From an optimization exercise on the open Yosys and OpenROAD flow, aimed at small area; shortcuts taken in it are not production practice.
RTL that was checked went through simulation tests only; none was proved equivalent to the original.
Power figures rest on the tool's default switching activity, not on a simulated workload.

==> inputs of run H <==
==> flow/design.v <==
package dost_pkg;
    localparam int DEF_TIMER_SLOTS = 16;
    localparam int DEF_TIME_WIDTH  = 32;
    localparam logic [1:0] FUNC_TICK  = 2'd0;
    localparam logic [1:0] FUNC_START = 2'd1;
    localparam logic [1:0] FUNC_STOP  = 2'd2;
    localparam logic KIND_PLAIN  = 1'b0;
    localparam logic KIND_TICKED = 1'b1;
    typedef struct packed {
        logic [1:0]  func;
        logic        timer_kind;
        logic [3:0]  timer_id;
        logic [31:0] duration;
        logic [31:0] delta;
    } t_req;
    typedef struct packed {
        logic        event_kind;
        logic [3:0]  event_id;
        logic [31:0] event_delta;
        logic        last;
    } t_evt;
    typedef struct packed {
        logic expired;
        logic emit;
    } t_unit_res;
endpackage
module dost_unit #(
    parameter int TIME_WIDTH = dost_pkg::DEF_TIME_WIDTH
) (
    input  logic [TIME_WIDTH-1:0] i_rem,
    input  logic [TIME_WIDTH-1:0] i_delta,
    input  logic                  i_kind,
    output logic [TIME_WIDTH-1:0] o_rem,
    output logic [1:0]            o_res
);
    logic [TIME_WIDTH:0] diff;
    assign diff  = {1'b0, i_rem} - {1'b0, i_delta};
    assign o_rem = diff[TIME_WIDTH-1:0];
    dost_pkg::t_unit_res res;
    always_comb begin
        res.expired = diff[TIME_WIDTH] || (o_rem == '0);
        res.emit    = (i_kind == dost_pkg::KIND_PLAIN) ? res.expired : !res.expired;
    end
    assign o_res = res;
endmodule
module dost_slot_ram #(
    parameter int DEPTH = 32,
    parameter int WIDTH = 32,
    parameter int AW    = (DEPTH > 1) ? $clog2(DEPTH) : 1
) (
    input  logic             i_clk,
    input  logic             i_shift,
    input  logic [WIDTH-1:0] i_tail,
    input  logic             i_we,
    input  logic [AW-1:0]    i_waddr,
    input  logic [WIDTH-1:0] i_wdata,
    output logic [WIDTH-1:0] o_head
);
    logic [WIDTH-1:0] r_mem [DEPTH];
    logic [WIDTH-1:0] wd_even_n, wd_odd_n;
    assign wd_even_n = i_shift ? '0 : ~i_wdata;
    assign wd_odd_n  = i_shift ? '0 : i_wdata;
    always_ff @(posedge i_clk) begin
        for (int p = 0; p < DEPTH; p++) begin
            if (i_shift || (i_we && (i_waddr == AW'(p)))) begin
                if (p == 0) begin
                    r_mem[p] <= i_shift ? i_tail : i_wdata;
                end else if (p % 2 == 1) begin
                    r_mem[p] <= ~(({WIDTH{i_shift}} & r_mem[p-1]) | wd_odd_n);
                end else begin
                    r_mem[p] <= ~(({WIDTH{i_shift}} & r_mem[p-1]) | wd_even_n);
                end
            end
        end
    end
    assign o_head = ~r_mem[DEPTH-1];
endmodule
module deferred_one_shot_timer_array #(
    parameter int TIMER_SLOTS = dost_pkg::DEF_TIMER_SLOTS,
    parameter int TIME_WIDTH  = dost_pkg::DEF_TIME_WIDTH
) (
    input  logic            i_clk,
    input  logic            i_rst_n,
    input  logic            start,
    input  logic [70:0]     i_req,
    output logic            busy,
    output logic            o_strobe,
    output logic [37:0]     o_evt
);
    dost_pkg::t_req req;
    assign req = i_req;
    localparam int ALL_SLOTS = 2 * TIMER_SLOTS;
    logic                  r_busy;
    logic [5:0]            r_cnt;
    logic [ALL_SLOTS-1:0]  r_active;
    logic [ALL_SLOTS-1:0]  r_pend;
    logic                  r_hold_vld;
    logic                  r_strobe;
    logic [TIME_WIDTH-1:0] r_delta;
    logic [4:0]            r_hold;
    logic [4:0]            r_out;
    logic                  r_last;
    logic                  apply, flush, bval;
    logic                  go, is_start, is_stop;
    logic [4:0]            addr;
    logic                  act_a, pnd_a;
    logic                  dur_we, live;
    logic                  stop_en;
    logic [TIME_WIDTH-1:0] mem_rdata;
    logic [TIME_WIDTH-1:0] new_rem;
    dost_pkg::t_unit_res   res;
    assign apply = r_busy && (r_cnt == 6'd30);
    assign flush = r_busy && (r_cnt == 6'd0);
    assign bval  = r_busy && r_cnt[5];
    assign go       = start && !r_busy;
    assign is_start = go && (req.func == dost_pkg::FUNC_START);
    assign is_stop  = go && (req.func == dost_pkg::FUNC_STOP);
    assign addr  = r_busy ? r_cnt[4:0] : {req.timer_kind, req.timer_id};
    assign act_a = r_active[addr];
    assign pnd_a = r_pend[addr];
    assign dur_we  = is_start && !act_a && !pnd_a;
    assign live    = bval && act_a;
    assign stop_en = is_stop || (live && res.expired);
    dost_slot_ram #(
        .DEPTH (ALL_SLOTS),
        .WIDTH (TIME_WIDTH),
        .AW    (5)
    ) u_rem_ram (
        .i_clk   (i_clk),
        .i_shift (bval),
        .i_tail  (new_rem),
        .i_we    (dur_we),
        .i_waddr (~addr),
        .i_wdata (TIME_WIDTH'(req.duration)),
        .o_head  (mem_rdata)
    );
    dost_unit #(
        .TIME_WIDTH (TIME_WIDTH)
    ) u_unit (
        .i_rem   (mem_rdata),
        .i_delta (r_delta),
        .i_kind  (addr[4]),
        .o_rem   (new_rem),
        .o_res   (res)
    );
    always_ff @(posedge i_clk) begin
        if (!i_rst_n) begin
            r_busy     <= 1'b0;
            r_active   <= '0;
            r_pend     <= '0;
            r_hold_vld <= 1'b0;
            r_strobe   <= 1'b0;
        end else begin
            if (r_busy) begin
                r_busy <= (r_cnt != 6'd0);
            end else begin
                r_busy <= start && (req.func == dost_pkg::FUNC_TICK);
            end
            for (int k = 0; k < ALL_SLOTS; k++) begin
                if (apply) begin
                    r_active[k] <= r_active[k] ^ r_pend[k];
                    r_pend[k]   <= 1'b0;
                end else begin
                    if ((dur_we && (addr == 5'(k)))
                        || (stop_en && (addr[3:0] == 4'(k)) && r_active[k])) begin
                        r_pend[k] <= 1'b1;
                    end
                end
            end
            r_strobe <= 1'b0;
            if (live && res.emit) begin
                r_strobe   <= r_hold_vld;
                r_hold_vld <= 1'b1;
            end
            if (flush) begin
                r_strobe   <= r_hold_vld;
                r_hold_vld <= 1'b0;
            end
        end
    end
    always_ff @(posedge i_clk) begin
        r_cnt <= r_busy ? r_cnt + 6'd1 : 6'd30;
        if (!r_busy) begin
            r_delta <= TIME_WIDTH'(req.delta);
        end
        if (live && res.emit) begin
            r_hold <= addr;
        end
        r_out  <= r_hold;
        r_last <= flush;
    end
    assign busy     = r_busy;
    assign o_strobe = r_strobe;
    assign o_evt    = {r_out[4], r_out[3:0], r_out[4] ? r_delta : 32'd0, r_last};
endmodule
==> flow/run.sh <==
#!/bin/bash
# synth_recipe.tcl (not shown) runs the flow's synth.tcl, then flattens the netlist and writes it again
# the make line also repeats each setting of config.mk as NAME=value (left out here)
make -C /OpenROAD-flow-scripts/flow DESIGN_CONFIG=/design/flow/config.mk WORK_HOME=/design/flow/orfs CLKGATE_MAP_FILE= SYNTH_SCRIPT=/design/flow/synth_recipe.tcl finish
==> flow/config.mk <==
export PLATFORM = sky130hd
export DESIGN_NAME = deferred_one_shot_timer_array
export DESIGN_NICKNAME = deferred_one_shot_timer_array
export VERILOG_FILES = /design/flow/design.v
export SDC_FILE = /design/flow/constraint.sdc
export NUM_CORES = 4
export LEC_CHECK = 0
export ABC_AREA = 1
export CAP_MARGIN = 20
export CORE_MARGIN = 2
export CORE_UTILIZATION = 40
export PLACE_DENSITY = 0.6
export SLEW_MARGIN = 20
==> flow/constraint.sdc <==
create_clock -name core_clock -period 12.0 [get_ports {i_clk}]
set_input_delay 2.4000 -clock core_clock [delete_from_list [all_inputs] [get_ports {i_clk}]]
set_output_delay 2.4000 -clock core_clock [all_outputs]
set_load 0.01 [all_outputs]
==> run D (differences from run H) <==
==> flow/design.v, changed modules only <==
module dost_unit #(
    parameter int TIME_WIDTH = dost_pkg::DEF_TIME_WIDTH
) (
    input  logic [TIME_WIDTH-1:0] i_rem_n,
    input  logic [TIME_WIDTH-1:0] i_delta,
    input  logic                  i_kind,
    output logic [TIME_WIDTH-1:0] o_rem_n,
    output logic [1:0]            o_res
);
    localparam int LO = TIME_WIDTH / 2;
    localparam int HI = TIME_WIDTH - LO;
    logic [TIME_WIDTH-1:0] a, b, ns;
    logic [LO:0]           nc_lo;
    logic [HI:0]           nc_h0, nc_h1;
    logic [HI-1:0]         ns_h0, ns_h1;
    logic                  nc_out;
    assign a = ~i_rem_n;
    assign b = ~i_delta;
    always_comb begin
        nc_lo[0] = 1'b1;
        for (int i = 0; i < LO; i++) begin
            ns[i]        = a[i] ^ b[i] ^ nc_lo[i];
            nc_lo[i + 1] = (a[i] & b[i]) | (a[i] & nc_lo[i]) | (b[i] & nc_lo[i]);
        end
        nc_h0[0] = 1'b0;
        nc_h1[0] = 1'b1;
        for (int i = 0; i < HI; i++) begin
            ns_h0[i]     = a[LO + i] ^ b[LO + i] ^ nc_h0[i];
            nc_h0[i + 1] = (a[LO + i] & b[LO + i]) | (a[LO + i] & nc_h0[i])
                           | (b[LO + i] & nc_h0[i]);
            ns_h1[i]     = a[LO + i] ^ b[LO + i] ^ nc_h1[i];
            nc_h1[i + 1] = (a[LO + i] & b[LO + i]) | (a[LO + i] & nc_h1[i])
                           | (b[LO + i] & nc_h1[i]);
        end
        ns[TIME_WIDTH-1:LO] = nc_lo[LO] ? ns_h1 : ns_h0;
        nc_out              = nc_lo[LO] ? nc_h1[HI] : nc_h0[HI];
    end
    assign o_rem_n = ~ns;
    dost_pkg::t_unit_res res;
    always_comb begin
        res.expired = !nc_out || (&o_rem_n);
        res.emit    = (i_kind == dost_pkg::KIND_PLAIN) ? res.expired : !res.expired;
    end
    assign o_res = res;
endmodule
module dost_slot_ram #(
    parameter int DEPTH = 32,
    parameter int WIDTH = 32
) (
    input  logic             i_clk,
    input  logic             i_shift,
    input  logic [WIDTH-1:0] i_tail_n,
    input  logic [DEPTH-1:0] i_ld,
    input  logic [WIDTH-1:0] i_wdata,
    output logic [WIDTH-1:0] o_head_n
);
    logic [WIDTH-1:0] r_mem [DEPTH];
    logic [DEPTH-1:0] ld, hold;
    always_comb begin
        for (int p = 0; p < DEPTH; p++) begin
            ld[p]   = !i_shift && i_ld[p];
            hold[p] = !i_shift && !i_ld[p];
        end
    end
    always_ff @(posedge i_clk) begin
        for (int p = 0; p < DEPTH; p++) begin
            if (p == 0) begin
                r_mem[p] <= ({WIDTH{hold[p]}} & r_mem[p]) | ({WIDTH{i_shift}} & ~i_tail_n)
                            | ({WIDTH{ld[p]}} & i_wdata);
            end else if (p % 2 == 1) begin
                r_mem[p] <= ({WIDTH{hold[p]}} & r_mem[p]) | ({WIDTH{i_shift}} & ~r_mem[p-1])
                            | ({WIDTH{ld[p]}} & ~i_wdata);
            end else begin
                r_mem[p] <= ({WIDTH{hold[p]}} & r_mem[p]) | ({WIDTH{i_shift}} & ~r_mem[p-1])
                            | ({WIDTH{ld[p]}} & i_wdata);
            end
        end
    end
    assign o_head_n = r_mem[DEPTH-1];
endmodule
module deferred_one_shot_timer_array #(
    parameter int TIMER_SLOTS = dost_pkg::DEF_TIMER_SLOTS,
    parameter int TIME_WIDTH  = dost_pkg::DEF_TIME_WIDTH
) (
    input  logic            i_clk,
    input  logic            i_rst_n,
    input  logic            start,
    input  logic [70:0]     i_req,
    output logic            busy,
    output logic            o_strobe,
    output logic [37:0]     o_evt
);
    dost_pkg::t_req req;
    assign req = i_req;
    localparam int ALL_SLOTS = 2 * TIMER_SLOTS;
    logic                  r_busy;
    logic [5:0]            r_cnt;
    logic [ALL_SLOTS-1:0]  r_active;
    logic [ALL_SLOTS-1:0]  r_next;
    logic                  r_hold_vld;
    logic                  r_strobe;
    logic [TIME_WIDTH-1:0] r_delta;
    logic [4:0]            r_hold;
    logic [4:0]            r_out;
    logic                  r_last;
    logic                  apply, flush, bval;
    logic                  go, is_start, is_stop;
    logic [4:0]            addr;
    logic                  act_a, nxt_a;
    logic                  dur_we, live;
    logic                  stop_en;
    logic [ALL_SLOTS-1:0]  ring_ld;
    logic [TIME_WIDTH-1:0] head_n;
    logic [TIME_WIDTH-1:0] new_rem_n;
    dost_pkg::t_unit_res   res;
    assign apply = r_busy && (r_cnt == 6'd30);
    assign flush = r_busy && (r_cnt == 6'd0);
    assign bval  = r_busy && r_cnt[5];
    assign go       = start && !r_busy;
    assign is_start = go && (req.func == dost_pkg::FUNC_START);
    assign is_stop  = go && (req.func == dost_pkg::FUNC_STOP);
    assign addr  = r_busy ? r_cnt[4:0] : {req.timer_kind, req.timer_id};
    assign act_a = r_active[addr];
    assign nxt_a = r_next[addr];
    assign dur_we  = is_start && !act_a && !nxt_a;
    assign live    = bval && act_a;
    always_comb begin
        for (int k = 0; k < ALL_SLOTS; k++) begin
            ring_ld[ALL_SLOTS-1-k] = dur_we && (addr == 5'(k));
        end
    end
    assign stop_en = is_stop || (live && res.expired);
    dost_slot_ram #(
        .DEPTH (ALL_SLOTS),
        .WIDTH (TIME_WIDTH)
    ) u_rem_ram (
        .i_clk    (i_clk),
        .i_shift  (bval),
        .i_tail_n (new_rem_n),
        .i_ld     (ring_ld),
        .i_wdata  (TIME_WIDTH'(req.duration)),
        .o_head_n (head_n)
    );
    dost_unit #(
        .TIME_WIDTH (TIME_WIDTH)
    ) u_unit (
        .i_rem_n (head_n),
        .i_delta (r_delta),
        .i_kind  (addr[4]),
        .o_rem_n (new_rem_n),
        .o_res   (res)
    );
    always_ff @(posedge i_clk) begin
        if (!i_rst_n) begin
            r_busy     <= 1'b0;
            r_active   <= '0;
            r_next     <= '0;
            r_hold_vld <= 1'b0;
            r_strobe   <= 1'b0;
        end else begin
            if (r_busy) begin
                r_busy <= (r_cnt != 6'd0);
            end else begin
                r_busy <= start && (req.func == dost_pkg::FUNC_TICK);
            end
            for (int k = 0; k < ALL_SLOTS; k++) begin
                if (apply) begin
                    r_active[k] <= r_next[k];
                end
                if (dur_we && (addr == 5'(k))) begin
                    r_next[k] <= 1'b1;
                end else if (stop_en && (addr[3:0] == 4'(k)) && r_active[k]) begin
                    r_next[k] <= 1'b0;
                end
            end
            r_strobe <= 1'b0;
            if (live && res.emit) begin
                r_strobe   <= r_hold_vld;
                r_hold_vld <= 1'b1;
            end
            if (flush) begin
                r_strobe   <= r_hold_vld;
                r_hold_vld <= 1'b0;
            end
        end
    end
    always_ff @(posedge i_clk) begin
        r_cnt <= r_busy ? r_cnt + 6'd1 : 6'd30;
        if (!r_busy) begin
            r_delta <= TIME_WIDTH'(req.delta);
        end
        if (live && res.emit) begin
            r_hold <= addr;
        end
        r_out  <= r_hold;
        r_last <= flush;
    end
    assign busy     = r_busy;
    assign o_strobe = r_strobe;
    assign o_evt    = {r_out[4], r_out[3:0], r_out[4] ? r_delta : 32'd0, r_last};
endmodule
==> flow/flow/run.sh (new file) <==
#!/bin/bash
# Layout flow: the standard flow (standard.sh: unchanged synthesis and
# steps) with two settings passed through the environment:
#  - input/output port buffers use the smallest buffer cell (buf_1);
#  - clock tree synthesis uses clkbuf_4 with sink clustering, without dummy
#    loads for balancing.
# Each tool's full output stays in its ORFS log under orfs/logs; the output
# of this script and of make goes to flow_run.log.
set -e
exec > flow_run.log 2>&1
export BUFFER_PORTS_ARGS="-buffer_cell sky130_fd_sc_hd__buf_1"
export CTS_ARGS="-sink_clustering_enable -repair_clock_nets -dont_use_dummy_load -buf_list sky130_fd_sc_hd__clkbuf_4 -sink_clustering_size 10 -sink_clustering_max_diameter 40"
bash standard.sh
==> flow/standard.sh (new file) <==
#!/bin/bash
# synth_recipe.tcl (not shown) runs the flow's synth.tcl, then flattens the netlist and writes it again
# the make line also repeats each setting of config.mk as NAME=value (left out here)
make -C /OpenROAD-flow-scripts/flow DESIGN_CONFIG=/design/flow/config.mk WORK_HOME=/design/flow/orfs CLKGATE_MAP_FILE= SYNTH_SCRIPT=/design/flow/synth_recipe.tcl "${@:-finish}"
CORE_UTILIZATION = 70   (was 40)
CTS_BUF_LIST = sky130_fd_sc_hd__clkbuf_4   (was default)
CTS_CLUSTER_DIAMETER = 40   (was default)
CTS_CLUSTER_SIZE = 10   (was default)
PLACE_DENSITY = 0.8   (was 0.6)
removed: flow/run.sh
==> key figures <==
Run status
  – Status: finished clean

Global route
  – Largest net degree at the start of global routing: 223
  – Global Route Usage Sum: 0.366

STA
  – Fin crit share: 0.816

Floorplanning
  – Initial Utilization: 0.709

Pwr
  – Reg power frac: 0.637

Critical path
  – Worst Setup EP: r_next[11]
  – Slowest-stage cell, CP: nand2_2

Final layout
  – Multi-input gate share of the layout cell area: 0.373
  – Storage element area: 0.0232 mm²
the above is filed under run D

==> key figures <==
Run status
  – Status: finished clean

Pwr
  – NetSw: 1.87 mW
  – Clock Power Share: 0.425

Final layout
  – Max FFs per register: 1024
  – Register name with the most flops: u_rem_ram.r_mem
  – Multi-input gate share of the layout cell area: 0.193
  – Storage element area: 0.0334 mm²
  – Non-clock buffers, area share: 0.0282

Global route
  – Largest net degree at the start of global routing: 262
  – Global Route Usage Sum: 0.210

STA
  – Unrepaired setup endpoints after global routing: false
  – Fin crit share: 0.507
  – Setup_tns: 0 ns

Floorplanning
  – Initial Utilization: 0.403

Critical path
  – Slowest-stage cell, CP: o21ai_4
  – Worst Setup EP: u_rem_ram.r_mem[3][3]
the above is filed under run H

For run H, only the layout was checked, not whether the RTL still works.

==> re-timing with driven ports <==
No port has a modelled driver above. Below, the same layouts with a new extraction and two added sets of constraints. Step 1 sets driving cells, clkbuf_16 on the clock port and buf_2 on the other inputs (assumed; they add their load-dependent delay and slew). Step 2 moves the port delays by t, midway between the first and last clock arrival at a register: inputs arrive t later, outputs are due t later. That takes back most of the time a late clock gives input paths. Slacks: no drivers / after step 1 / after step 2; pairs: no drivers / after step 1.
| run | shift t [ns] | setup slack, ns | hold slack, ns | slew at the worst register clock pin (ns) | pins driven straight from the clock port |
|---|---|---|---|---|---|
| run H | 0.763 | 5.912 / 5.960 / 5.197 | 0.350 / 0.350 / 0.350 | 0.08 / 0.08 | 1 |
| run D | 1.060 | 2.202 / 2.202 / 2.202 | 0.348 / 0.348 / 0.348 | 0.11 / 0.11 | 1 |
After both steps setup and hold are still met in every run listed. For run H, which loses most, drivers alone change the setup slack by +0.048 ns; drivers and shift together by -0.715 ns.
